Background: an optimization exercise with open tools, aiming at small area, a short achievable clock period and few clock cycles per item. Do not read the settings as production practice. At most, simulation tests tie the RTL to the original design; equivalence was not proved. No activity file was given, so power comes from the tool's default toggle rates.

==> xenon <==
// iir_cascade_sched
module iir_cascade_sched
#(
    parameter int Nsec   = 4,
    parameter int Ndint  = 3,
    parameter int Ndfrac = 22,
    parameter int Ncint  = 4,
    parameter int Ncfrac = 14
) (
    input  logic                       clk,
    input  logic                       reset,
    input  logic                       dv_in,
    input  logic [Ndint+Ndfrac-1:0]    d_in,
    output logic                       dv_out,
    output logic [Ndint+Ndfrac-1:0]    d_out,
    output logic                       busy,
    input  logic                       flush,
    input  logic                       coef_we,
    input  logic [$clog2(Nsec)+2:0]    coef_addr,
    input  logic [Ncint+Ncfrac-1:0]    coef_data,
    output logic                       ovr,
    output logic                       coef_err,
    input  logic                       err_clr
);
export LEC_CHECK = 0
export CAP_MARGIN = 20
export CORE_MARGIN = 2
export CORE_UTILIZATION = 40
export CTS_BUF_LIST = sky130_fd_sc_hd__clkbuf_16
export CTS_CLUSTER_DIAMETER = 120
export CTS_CLUSTER_SIZE = 20
export SLEW_MARGIN = 20
export SYNTH_HIERARCHICAL = 1
create_clock -name core_clock -period 12.5 [get_ports {clk}]
standard.sh (not shown) runs the stock make flow with config.mk's settings and CLKGATE_MAP_FILE= SYNTH_SCRIPT=/design/flow/synth_recipe.tcl, a recipe that flattens the netlist after the stock synthesis.
==> flow/flow/run.sh <==
#!/bin/bash
set -euo pipefail
cd "$(dirname "${BASH_SOURCE[0]}")/.."
bash standard.sh SETUP_SLACK_MARGIN=6.5 finish > standard_flow.log 2>&1
==> inputs of yarrow, as changes to xenon <==
--- a/flow/design.v
+++ b/flow/design.v
@@ -61,17 +61,19 @@
     input  wire [8:0] sg,
     input  wire [44:0] base,
     output wire [44:0] s,
     output wire [24:0] y,
     output wire        neg,
     output wire        pos,
     input  wire        sel,
     input  wire [24:0] h,
-    output wire [24:0] nxt
+    output wire [24:0] nxt,
+    output wire        nneg,
+    output wire        npos
 );
     wire one0 = one[0];
     wire two0 = two[0];
     wire sg0  = sg[0];
     wire one1 = one[1];
     wire two1 = two[1];
     wire sg1  = sg[1];
     wire one2 = one[2];
@@ -829,17 +831,19 @@
     iir_ha u_hs487 (.a(1'b1), .b(base[43]), .s(hs487), .co(hc488));
     iir_ha u_hs489 (.a(1'b1), .b(base[44]), .s(hs489), .co(hc490));
     wire [44:0] r0 = {hc488, hc486, hs485, fs483, fc480, fs479, fc476, fc474, fs473, fc470, fc468, fc466, fc464, fs463, fc460, fc458, fc456, fc454, fc452, fc450, fc448, fc446, fc444, fc442, fc440, fc438, fc436, fc434, fc432, fc430, fc428, fc426, fc424, fc422, fc420, fc418, fc416, fc414, fc412, fc410, fc408, fc406, hc404, hc402, pp0[0]};
     wire [44:0] r1 = {hs489, hs487, fc484, fc482, fs481, fc478, fs477, fs475, fc472, fs471, fs469, fs467, fs465, fc462, fs461, fs459, fs457, fs455, fs453, fs451, fs449, fs447, fs445, fs443, fs441, fs439, fs437, fs435, fs433, fs431, fs429, fs427, fs425, fs423, fs421, fs419, fs417, fs415, fs413, fs411, fs409, fs407, fs405, hs403, hs401};
     assign s = r0 + r1;
     assign neg = s[44];
     assign pos = !s[44] && (|s[43:39]);
     assign y = {~s[38], s[37:14]};
-    assign nxt  = !sel ? h : neg ? {1'b1, 24'h000000} : pos ? {1'b0, 24'hffffff} : y;
+    assign nxt  = sel ? y : h;
+    assign nneg = sel && neg;
+    assign npos = sel && pos;
 endmodule
 module iir_fa (input wire a, input wire b, input wire c, output wire s, output wire co);
     assign s  = a ^ b ^ c;
     assign co = (a & b) | (a & c) | (b & c);
 endmodule
 module iir_ha (input wire a, input wire b, output wire s, output wire co);
     assign s  = a ^ b;
     assign co = a & b;
@@ -901,24 +905,24 @@
         for (int k = 1; k < 8; k++)
             w_t_n[k] = !flush && !(w_accept && w_prep) && t_q[k-1];
         w_p_n[0] = !flush && w_accept && w_prep;
         for (int k = 1; k < 5; k++)
             w_p_n[k] = !flush && p_q[k-1];
     end
     logic [3:0]      w_ch;
     logic [3:0][4:1] w_st;
-    logic [3:0][4:0] w_seln;
+    logic [3:0][4:0] w_seln;     
     always_comb begin
         for (int s = 0; s < 4; s++) begin
             w_ch[s]      = t_q[s];
-            w_seln[s][0] = (s == 0) ? w_t_n[0] : t_q[(s + 3) % 4];
+            w_seln[s][0] = w_t_n[s];
             for (int j = 1; j < 5; j++) begin
                 w_st[s][j]   = t_q[s+j] || p_q[j];
-                w_seln[s][j] = t_q[s+j-1] || p_q[j-1];
+                w_seln[s][j] = w_t_n[s+j] || w_p_n[j];
             end
         end
     end
     logic [3:0][CW-1:0] w_bn;
     logic [3:0]         w_negn;
     always_comb begin
         for (int s = 0; s < 4; s++) begin
             w_bn[s] = '0;
@@ -941,17 +945,17 @@
             end
         end
     end
     logic [3:0][DW-1:0] w_y1;
     logic [3:0][DW-1:0] w_a;
     logic [3:0][SW-1:0] w_base;
     logic [3:0][SW-1:0] w_sum;
     logic [3:0][DW-1:0] w_y, w_nxt;
-    logic [3:0]         w_neg, w_pos;
+    logic [3:0]         w_neg, w_pos, w_nneg, w_npos;
     logic [DW-1:0]      w_y13;       
     function automatic logic [DW-1:0] sat(input logic [DW-1:0] v, input logic n,
                                           input logic p);
         sat = n ? {1'b1, {(DW-1){1'b0}}} : p ? {1'b0, {(DW-1){1'b1}}} : v;
     endfunction
     assign w_y13 = sat(y13_q, n13_q, p13_q);
     assign w_y1  = {w_y13, y1l_q};
     logic [3:0] w_yld;
@@ -963,48 +967,44 @@
         w_vx2_n = !flush && (w_ch[0] ? vx1_q : vx2_q);
         for (int s = 0; s < 4; s++) begin
             w_vy1_n[s] = !flush && (w_yld[s] || vy1_q[s]);
             w_vy2_n[s] = !flush && (w_yld[s] ? vy1_q[s] : vy2_q[s]);
             w_pv_n[s]  = !flush && (w_st[s][1] || w_st[s][2] || w_st[s][3] || w_st[s][4]
                                     || pv_q[s]);
         end
     end
-    logic       w_vx1_s, w_vx2_s;
-    logic [3:0] w_vy1_s, w_vy2_s, w_pv_s;
-    always_comb begin
-        w_vx1_s = w_ch[0] || vx1_q;
-        w_vx2_s = w_ch[0] ? vx1_q : vx2_q;
-        for (int s = 0; s < 4; s++) begin
-            w_vy1_s[s] = w_yld[s] || vy1_q[s];
-            w_vy2_s[s] = w_yld[s] ? vy1_q[s] : vy2_q[s];
-            w_pv_s[s]  = w_st[s][1] || w_st[s][2] || w_st[s][3] || w_st[s][4] || pv_q[s];
-        end
-    end
     logic [3:0][DW-1:0] a_q, w_a_n, w_h_n;
+    logic [3:1]         an_q, ap_q, w_an_n, w_ap_n;    
     logic [3:0]         bsel_q, w_bsel_n;
     always_comb begin
-        w_h_n[0] = ({DW{w_seln[0][1] && w_vx1_s}} & (w_ch[0] ? xin_q : x1_q))
-                 | ({DW{w_seln[0][2] && w_vx2_s}} & x2_q)
-                 | ({DW{w_seln[0][3] && w_vy1_s[0]}} & w_y1[0])
-                 | ({DW{w_seln[0][4] && w_vy2_s[0]}} & y2_q[0]);
+        w_h_n[0] = ({DW{w_seln[0][1] && w_vx1_n}} & (w_ch[0] ? xin_q : x1_q))
+                 | ({DW{w_seln[0][2] && w_vx2_n}} & x2_q)
+                 | ({DW{w_seln[0][3] && w_vy1_n[0]}} & w_y1[0])
+                 | ({DW{w_seln[0][4] && w_vy2_n[0]}} & y2_q[0]);
         w_a_n[0] = w_seln[0][0] ? (p_q[4] ? xin_q : d_in) : w_h_n[0];
         for (int s = 1; s < 4; s++) begin
-            w_h_n[s] = ({DW{w_seln[s][1] && w_vy1_s[s-1]}} & (w_ch[s] ? w_a[s] : w_y1[s-1]))
-                     | ({DW{w_seln[s][2] && w_vy2_s[s-1]}} & y2_q[s-1])
-                     | ({DW{w_seln[s][3] && w_vy1_s[s]}} & w_y1[s])
-                     | ({DW{w_seln[s][4] && w_vy2_s[s]}} & y2_q[s]);
+            w_h_n[s] = ({DW{w_seln[s][1] && w_vy1_n[s-1]}} & (w_ch[s] ? w_a[s] : w_y1[s-1]))
+                     | ({DW{w_seln[s][2] && w_vy2_n[s-1]}} & y2_q[s-1])
+                     | ({DW{w_seln[s][3] && w_vy1_n[s]}} & w_y1[s])
+                     | ({DW{w_seln[s][4] && w_vy2_n[s]}} & y2_q[s]);
             w_a_n[s]  = w_nxt[s-1];
+            w_an_n[s] = w_nneg[s-1];
+            w_ap_n[s] = w_npos[s-1];
         end
         for (int s = 0; s < 4; s++) begin
-            w_bsel_n[s] = !w_seln[s][1] && w_pv_s[s];
+            w_bsel_n[s] = (w_seln[s][0] && w_pv_n[s])
+                       || w_seln[s][2] || w_seln[s][3] || w_seln[s][4];
         end
     end
     always_comb begin
-        w_a = a_q;
+        w_a[0] = a_q[0];
+        for (int s = 1; s < 4; s++) begin
+            w_a[s] = sat(a_q[s], an_q[s], ap_q[s]);
+        end
         for (int s = 0; s < 4; s++) begin
             w_base[s] = bsel_q[s] ? acc_q[s] : INIT;
         end
     end
     for (genvar s = 0; s < 4; s++) begin : g_sec
         iir_mac_dsp48 u_mac (
             .a    (w_a[s]),
             .one  (one_q[s]),
@@ -1012,17 +1012,19 @@
             .sg   (sg_q[s]),
             .base (w_base[s]),
             .s    (w_sum[s]),
             .y    (w_y[s]),
             .neg  (w_neg[s]),
             .pos  (w_pos[s]),
             .sel  ((s < 3) ? w_seln[(s + 1) % 4][0] : 1'b0),
             .h    ((s < 3) ? w_h_n[(s + 1) % 4] : '0),
-            .nxt  (w_nxt[s])
+            .nxt  (w_nxt[s]),
+            .nneg (w_nneg[s]),
+            .npos (w_npos[s])
         );
     end
     always_ff @(posedge clk) begin
         if (w_accept) begin
             xin_q <= d_in;
         end
         if (!flush && w_ch[0]) begin
             x1_q <= xin_q;
@@ -1032,26 +1034,30 @@
             if (!flush && w_yld[s]) begin
                 y1l_q[s] <= w_a[s+1];
             end
         end
         for (int s = 0; s < 4; s++) begin
             if (!flush && w_yld[s]) begin
                 y2_q[s] <= w_y1[s];
             end
-            acc_q[s] <= w_sum[s];
+            if (!flush && (w_st[s][1] || w_st[s][2] || w_st[s][3] || w_st[s][4])) begin
+                acc_q[s] <= w_sum[s];
+            end
         end
         for (int s = 0; s < 4; s++) begin
             for (int k = 0; k < 5; k++) begin
                 if (w_wr && coef_addr == 5'(s * 8 + k)) begin
                     coef_q[s][k] <= coef_data;
                 end
             end
         end
         a_q   <= w_a_n;
+        an_q  <= w_an_n;
+        ap_q  <= w_ap_n;
         one_q <= w_one_n;
         two_q <= w_two_n;
         sg_q  <= w_sg_n;
     end
     always_ff @(posedge clk or posedge reset) begin
         if (reset) begin
             y13_q <= '0;
             n13_q <= 1'b0;
==> flow/flow/run.sh (replaced) <==
#!/bin/bash
set -euo pipefail
cd "$(dirname "${BASH_SOURCE[0]}")/.."
bash standard.sh SETUP_SLACK_MARGIN=6 finish > standard_flow.log 2>&1
==> flow/config.mk (replaced) <==
export PLATFORM = sky130hd
export DESIGN_NAME = iir_cascade_sched
export DESIGN_NICKNAME = iir_cascade_sched
export VERILOG_FILES = /design/flow/design.v
export SDC_FILE = /design/flow/constraint.sdc
export NUM_CORES = 4
export LEC_CHECK = 0
export CAP_MARGIN = 20
export CORE_MARGIN = 2
export CORE_UTILIZATION = 40
export SLEW_MARGIN = 20
export SYNTH_HIERARCHICAL = 1
==> inputs of indigo, as changes to xenon <==
--- a/flow/design.v
+++ b/flow/design.v
@@ -57,18 +57,16 @@
 module iir_mac_dsp48 (
     input  wire [24:0] a,
     input  wire [8:0] one,
     input  wire [8:0] two,
     input  wire [8:0] sg,
     input  wire [44:0] base,
     output wire [44:0] s,
     output wire [24:0] y,
-    output wire        neg,
-    output wire        pos,
     input  wire        sel,
     input  wire [24:0] h,
     output wire [24:0] nxt
 );
     wire one0 = one[0];
     wire two0 = two[0];
     wire sg0  = sg[0];
     wire one1 = one[1];
@@ -826,20 +824,20 @@
     iir_fa u_fs481 (.a(hs399), .b(pp8[24]), .c(fc398), .s(fs481), .co(fc482));
     iir_fa u_fs483 (.a(base[41]), .b(hc400), .c(pp8[25]), .s(fs483), .co(fc484));
     iir_ha u_hs485 (.a(1'b1), .b(base[42]), .s(hs485), .co(hc486));
     iir_ha u_hs487 (.a(1'b1), .b(base[43]), .s(hs487), .co(hc488));
     iir_ha u_hs489 (.a(1'b1), .b(base[44]), .s(hs489), .co(hc490));
     wire [44:0] r0 = {hc488, hc486, hs485, fs483, fc480, fs479, fc476, fc474, fs473, fc470, fc468, fc466, fc464, fs463, fc460, fc458, fc456, fc454, fc452, fc450, fc448, fc446, fc444, fc442, fc440, fc438, fc436, fc434, fc432, fc430, fc428, fc426, fc424, fc422, fc420, fc418, fc416, fc414, fc412, fc410, fc408, fc406, hc404, hc402, pp0[0]};
     wire [44:0] r1 = {hs489, hs487, fc484, fc482, fs481, fc478, fs477, fs475, fc472, fs471, fs469, fs467, fs465, fc462, fs461, fs459, fs457, fs455, fs453, fs451, fs449, fs447, fs445, fs443, fs441, fs439, fs437, fs435, fs433, fs431, fs429, fs427, fs425, fs423, fs421, fs419, fs417, fs415, fs413, fs411, fs409, fs407, fs405, hs403, hs401};
     assign s = r0 + r1;
-    assign neg = s[44];
-    assign pos = !s[44] && (|s[43:39]);
-    assign y = {~s[38], s[37:14]};
-    assign nxt  = !sel ? h : neg ? {1'b1, 24'h000000} : pos ? {1'b0, 24'hffffff} : y;
+    wire neg = s[44];
+    wire pos = !s[44] && (|s[43:39]);
+    assign y = neg ? {1'b1, 24'h000000} : pos ? {1'b0, 24'hffffff} : {~s[38], s[37:14]};
+    assign nxt = sel ? y : h;
 endmodule
 module iir_fa (input wire a, input wire b, input wire c, output wire s, output wire co);
     assign s  = a ^ b ^ c;
     assign co = (a & b) | (a & c) | (b & c);
 endmodule
 module iir_ha (input wire a, input wire b, output wire s, output wire co);
     assign s  = a ^ b;
     assign co = a & b;
@@ -877,17 +875,16 @@
     logic           busy_q, dv_q, ovr_q, cerr_q, dirty_q;
     logic [7:0]     t_q;         
     logic [4:0]     p_q;         
     logic [DW-1:0]  xin_q;
     logic [DW-1:0]  x1_q, x2_q;
     logic           vx1_q, vx2_q;
     logic [2:0][DW-1:0] y1l_q;   
     logic [DW-1:0]  y13_q;       
-    logic           n13_q, p13_q;    
     logic [3:0][DW-1:0] y2_q;
     logic [3:0]     vy1_q, vy2_q;
     logic [3:0][4:0][CW-1:0] coef_q;
     logic [3:0][4:0]         cv_q;
     logic [3:0][SW-1:0] acc_q;
     logic [3:0]         pv_q;
     logic [3:0][ND-1:0] one_q, two_q, sg_q;
     logic       w_accept, w_wr, w_prep;
@@ -901,24 +898,24 @@
         for (int k = 1; k < 8; k++)
             w_t_n[k] = !flush && !(w_accept && w_prep) && t_q[k-1];
         w_p_n[0] = !flush && w_accept && w_prep;
         for (int k = 1; k < 5; k++)
             w_p_n[k] = !flush && p_q[k-1];
     end
     logic [3:0]      w_ch;
     logic [3:0][4:1] w_st;
-    logic [3:0][4:0] w_seln;
+    logic [3:0][4:0] w_seln;     
     always_comb begin
         for (int s = 0; s < 4; s++) begin
             w_ch[s]      = t_q[s];
-            w_seln[s][0] = (s == 0) ? w_t_n[0] : t_q[(s + 3) % 4];
+            w_seln[s][0] = w_t_n[s];
             for (int j = 1; j < 5; j++) begin
                 w_st[s][j]   = t_q[s+j] || p_q[j];
-                w_seln[s][j] = t_q[s+j-1] || p_q[j-1];
+                w_seln[s][j] = w_t_n[s+j] || w_p_n[j];
             end
         end
     end
     logic [3:0][CW-1:0] w_bn;
     logic [3:0]         w_negn;
     always_comb begin
         for (int s = 0; s < 4; s++) begin
             w_bn[s] = '0;
@@ -941,66 +938,49 @@
             end
         end
     end
     logic [3:0][DW-1:0] w_y1;
     logic [3:0][DW-1:0] w_a;
     logic [3:0][SW-1:0] w_base;
     logic [3:0][SW-1:0] w_sum;
     logic [3:0][DW-1:0] w_y, w_nxt;
-    logic [3:0]         w_neg, w_pos;
-    logic [DW-1:0]      w_y13;       
-    function automatic logic [DW-1:0] sat(input logic [DW-1:0] v, input logic n,
-                                          input logic p);
-        sat = n ? {1'b1, {(DW-1){1'b0}}} : p ? {1'b0, {(DW-1){1'b1}}} : v;
-    endfunction
-    assign w_y13 = sat(y13_q, n13_q, p13_q);
-    assign w_y1  = {w_y13, y1l_q};
+    assign w_y1 = {y13_q, y1l_q};
     logic [3:0] w_yld;
     assign w_yld = {w_ch[3], w_ch[3:1]};
     logic       w_vx1_n, w_vx2_n;
     logic [3:0] w_vy1_n, w_vy2_n, w_pv_n;
     always_comb begin
         w_vx1_n = !flush && (w_ch[0] || vx1_q);
         w_vx2_n = !flush && (w_ch[0] ? vx1_q : vx2_q);
         for (int s = 0; s < 4; s++) begin
             w_vy1_n[s] = !flush && (w_yld[s] || vy1_q[s]);
             w_vy2_n[s] = !flush && (w_yld[s] ? vy1_q[s] : vy2_q[s]);
             w_pv_n[s]  = !flush && (w_st[s][1] || w_st[s][2] || w_st[s][3] || w_st[s][4]
                                     || pv_q[s]);
         end
     end
-    logic       w_vx1_s, w_vx2_s;
-    logic [3:0] w_vy1_s, w_vy2_s, w_pv_s;
-    always_comb begin
-        w_vx1_s = w_ch[0] || vx1_q;
-        w_vx2_s = w_ch[0] ? vx1_q : vx2_q;
-        for (int s = 0; s < 4; s++) begin
-            w_vy1_s[s] = w_yld[s] || vy1_q[s];
-            w_vy2_s[s] = w_yld[s] ? vy1_q[s] : vy2_q[s];
-            w_pv_s[s]  = w_st[s][1] || w_st[s][2] || w_st[s][3] || w_st[s][4] || pv_q[s];
-        end
-    end
     logic [3:0][DW-1:0] a_q, w_a_n, w_h_n;
     logic [3:0]         bsel_q, w_bsel_n;
     always_comb begin
-        w_h_n[0] = ({DW{w_seln[0][1] && w_vx1_s}} & (w_ch[0] ? xin_q : x1_q))
-                 | ({DW{w_seln[0][2] && w_vx2_s}} & x2_q)
-                 | ({DW{w_seln[0][3] && w_vy1_s[0]}} & w_y1[0])
-                 | ({DW{w_seln[0][4] && w_vy2_s[0]}} & y2_q[0]);
+        w_h_n[0] = ({DW{w_seln[0][1] && w_vx1_n}} & (w_ch[0] ? xin_q : x1_q))
+                 | ({DW{w_seln[0][2] && w_vx2_n}} & x2_q)
+                 | ({DW{w_seln[0][3] && w_vy1_n[0]}} & w_y1[0])
+                 | ({DW{w_seln[0][4] && w_vy2_n[0]}} & y2_q[0]);
         w_a_n[0] = w_seln[0][0] ? (p_q[4] ? xin_q : d_in) : w_h_n[0];
         for (int s = 1; s < 4; s++) begin
-            w_h_n[s] = ({DW{w_seln[s][1] && w_vy1_s[s-1]}} & (w_ch[s] ? w_a[s] : w_y1[s-1]))
-                     | ({DW{w_seln[s][2] && w_vy2_s[s-1]}} & y2_q[s-1])
-                     | ({DW{w_seln[s][3] && w_vy1_s[s]}} & w_y1[s])
-                     | ({DW{w_seln[s][4] && w_vy2_s[s]}} & y2_q[s]);
-            w_a_n[s]  = w_nxt[s-1];
+            w_h_n[s] = ({DW{w_seln[s][1] && w_vy1_n[s-1]}} & (w_ch[s] ? a_q[s] : w_y1[s-1]))
+                     | ({DW{w_seln[s][2] && w_vy2_n[s-1]}} & y2_q[s-1])
+                     | ({DW{w_seln[s][3] && w_vy1_n[s]}} & w_y1[s])
+                     | ({DW{w_seln[s][4] && w_vy2_n[s]}} & y2_q[s]);
+            w_a_n[s] = w_nxt[s-1];
         end
         for (int s = 0; s < 4; s++) begin
-            w_bsel_n[s] = !w_seln[s][1] && w_pv_s[s];
+            w_bsel_n[s] = (w_seln[s][0] && w_pv_n[s])
+                       || w_seln[s][2] || w_seln[s][3] || w_seln[s][4];
         end
     end
     always_comb begin
         w_a = a_q;
         for (int s = 0; s < 4; s++) begin
             w_base[s] = bsel_q[s] ? acc_q[s] : INIT;
         end
     end
@@ -1008,63 +988,59 @@
         iir_mac_dsp48 u_mac (
             .a    (w_a[s]),
             .one  (one_q[s]),
             .two  (two_q[s]),
             .sg   (sg_q[s]),
             .base (w_base[s]),
             .s    (w_sum[s]),
             .y    (w_y[s]),
-            .neg  (w_neg[s]),
-            .pos  (w_pos[s]),
             .sel  ((s < 3) ? w_seln[(s + 1) % 4][0] : 1'b0),
             .h    ((s < 3) ? w_h_n[(s + 1) % 4] : '0),
             .nxt  (w_nxt[s])
         );
     end
     always_ff @(posedge clk) begin
         if (w_accept) begin
             xin_q <= d_in;
         end
         if (!flush && w_ch[0]) begin
             x1_q <= xin_q;
             x2_q <= x1_q;
         end
         for (int s = 0; s < 3; s++) begin
             if (!flush && w_yld[s]) begin
-                y1l_q[s] <= w_a[s+1];
+                y1l_q[s] <= a_q[s+1];
             end
         end
         for (int s = 0; s < 4; s++) begin
             if (!flush && w_yld[s]) begin
                 y2_q[s] <= w_y1[s];
             end
-            acc_q[s] <= w_sum[s];
+            if (!flush && (w_st[s][1] || w_st[s][2] || w_st[s][3] || w_st[s][4])) begin
+                acc_q[s] <= w_sum[s];
+            end
         end
         for (int s = 0; s < 4; s++) begin
             for (int k = 0; k < 5; k++) begin
                 if (w_wr && coef_addr == 5'(s * 8 + k)) begin
                     coef_q[s][k] <= coef_data;
                 end
             end
         end
         a_q   <= w_a_n;
         one_q <= w_one_n;
         two_q <= w_two_n;
         sg_q  <= w_sg_n;
     end
     always_ff @(posedge clk or posedge reset) begin
         if (reset) begin
             y13_q <= '0;
-            n13_q <= 1'b0;
-            p13_q <= 1'b0;
         end else if (!flush && w_ch[3]) begin
             y13_q <= w_y[3];
-            n13_q <= w_neg[3];
-            p13_q <= w_pos[3];
         end
     end
     always_ff @(posedge clk or posedge reset) begin
         if (reset) begin
             busy_q  <= 1'b0;
             dv_q    <= 1'b0;
             ovr_q   <= 1'b0;
             cerr_q  <= 1'b0;
@@ -1107,14 +1083,14 @@
             vx2_q  <= w_vx2_n;
             vy1_q  <= w_vy1_n;
             vy2_q  <= w_vy2_n;
             pv_q   <= w_pv_n;
             bsel_q <= w_bsel_n;
         end
     end
     assign dv_out   = dv_q;
-    assign d_out    = w_y13;
+    assign d_out    = y13_q;
     assign busy     = busy_q;
     assign ovr      = ovr_q;
     assign coef_err = cerr_q;
 endmodule
 `default_nettype wire
==> flow/flow/run.sh (replaced) <==
#!/bin/bash
set -euo pipefail
cd "$(dirname "${BASH_SOURCE[0]}")/.."
bash standard.sh SETUP_SLACK_MARGIN=7 finish > standard_flow.log 2>&1
==> flow/config.mk (replaced) <==
export PLATFORM = sky130hd
export DESIGN_NAME = iir_cascade_sched
export DESIGN_NICKNAME = iir_cascade_sched
export VERILOG_FILES = /design/flow/design.v
export SDC_FILE = /design/flow/constraint.sdc
export NUM_CORES = 4
export LEC_CHECK = 0
export CAP_MARGIN = 20
export CORE_MARGIN = 2
export CORE_UTILIZATION = 40
export SLEW_MARGIN = 20
export SYNTH_HIERARCHICAL = 1
==> notes <==
The lowest clock skew belongs to indigo, the highest to yarrow. Maximum frequency: indigo > xenon > yarrow. Combinational power, highest first: xenon, indigo, yarrow. Flip-flop and latch count: yarrow > xenon > indigo. Register-to-register slack: indigo > xenon > yarrow. Between indigo and xenon, the lower clock power is in xenon (gap 40%, measured against xenon). xenon finished clean. yarrow ran to the end with no violations. indigo finished with timing, DRC and antenna clean.
Testbench counts of indigo, summed over its fixed seeds: cycles 12,048, items 2,400.
The RTL of xenon and yarrow was laid out without a check of its function.

[what the ideal ports hide]
How much do the figures lean on ideal ports? The routed layouts below were timed once more, with nothing changed but the port constraints. Step 1 assumes that a clkbuf_16 drives the clock port and a buf_2 every other input. Step 2 adds t to the input delays and takes it off the output delays; t is the mean of the earliest and latest rising clock arrival at the registers after step 1. Input paths then give back, and output paths get back, about the clock's delay inside the block. Three values: ideal, step 1, step 2; two values: the first two.
| run | shift t [ns] | setup WS [ns] | worst register clock-pin slew, ns |
|---|---|---|---|
| xenon | 0.815 | 6.294 / 6.294 / 6.294 | 0.10 / 0.10 |
| yarrow | 0.838 | 6.075 / 6.149 / 5.311 | 0.07 / 0.07 |
| indigo | 0.835 | 6.513 / 6.513 / 6.272 | 0.07 / 0.07 |
After both steps every run listed still meets setup and hold. The setup slack of yarrow, which loses most, moves by +0.074 ns with the drivers and by -0.764 ns with both steps.
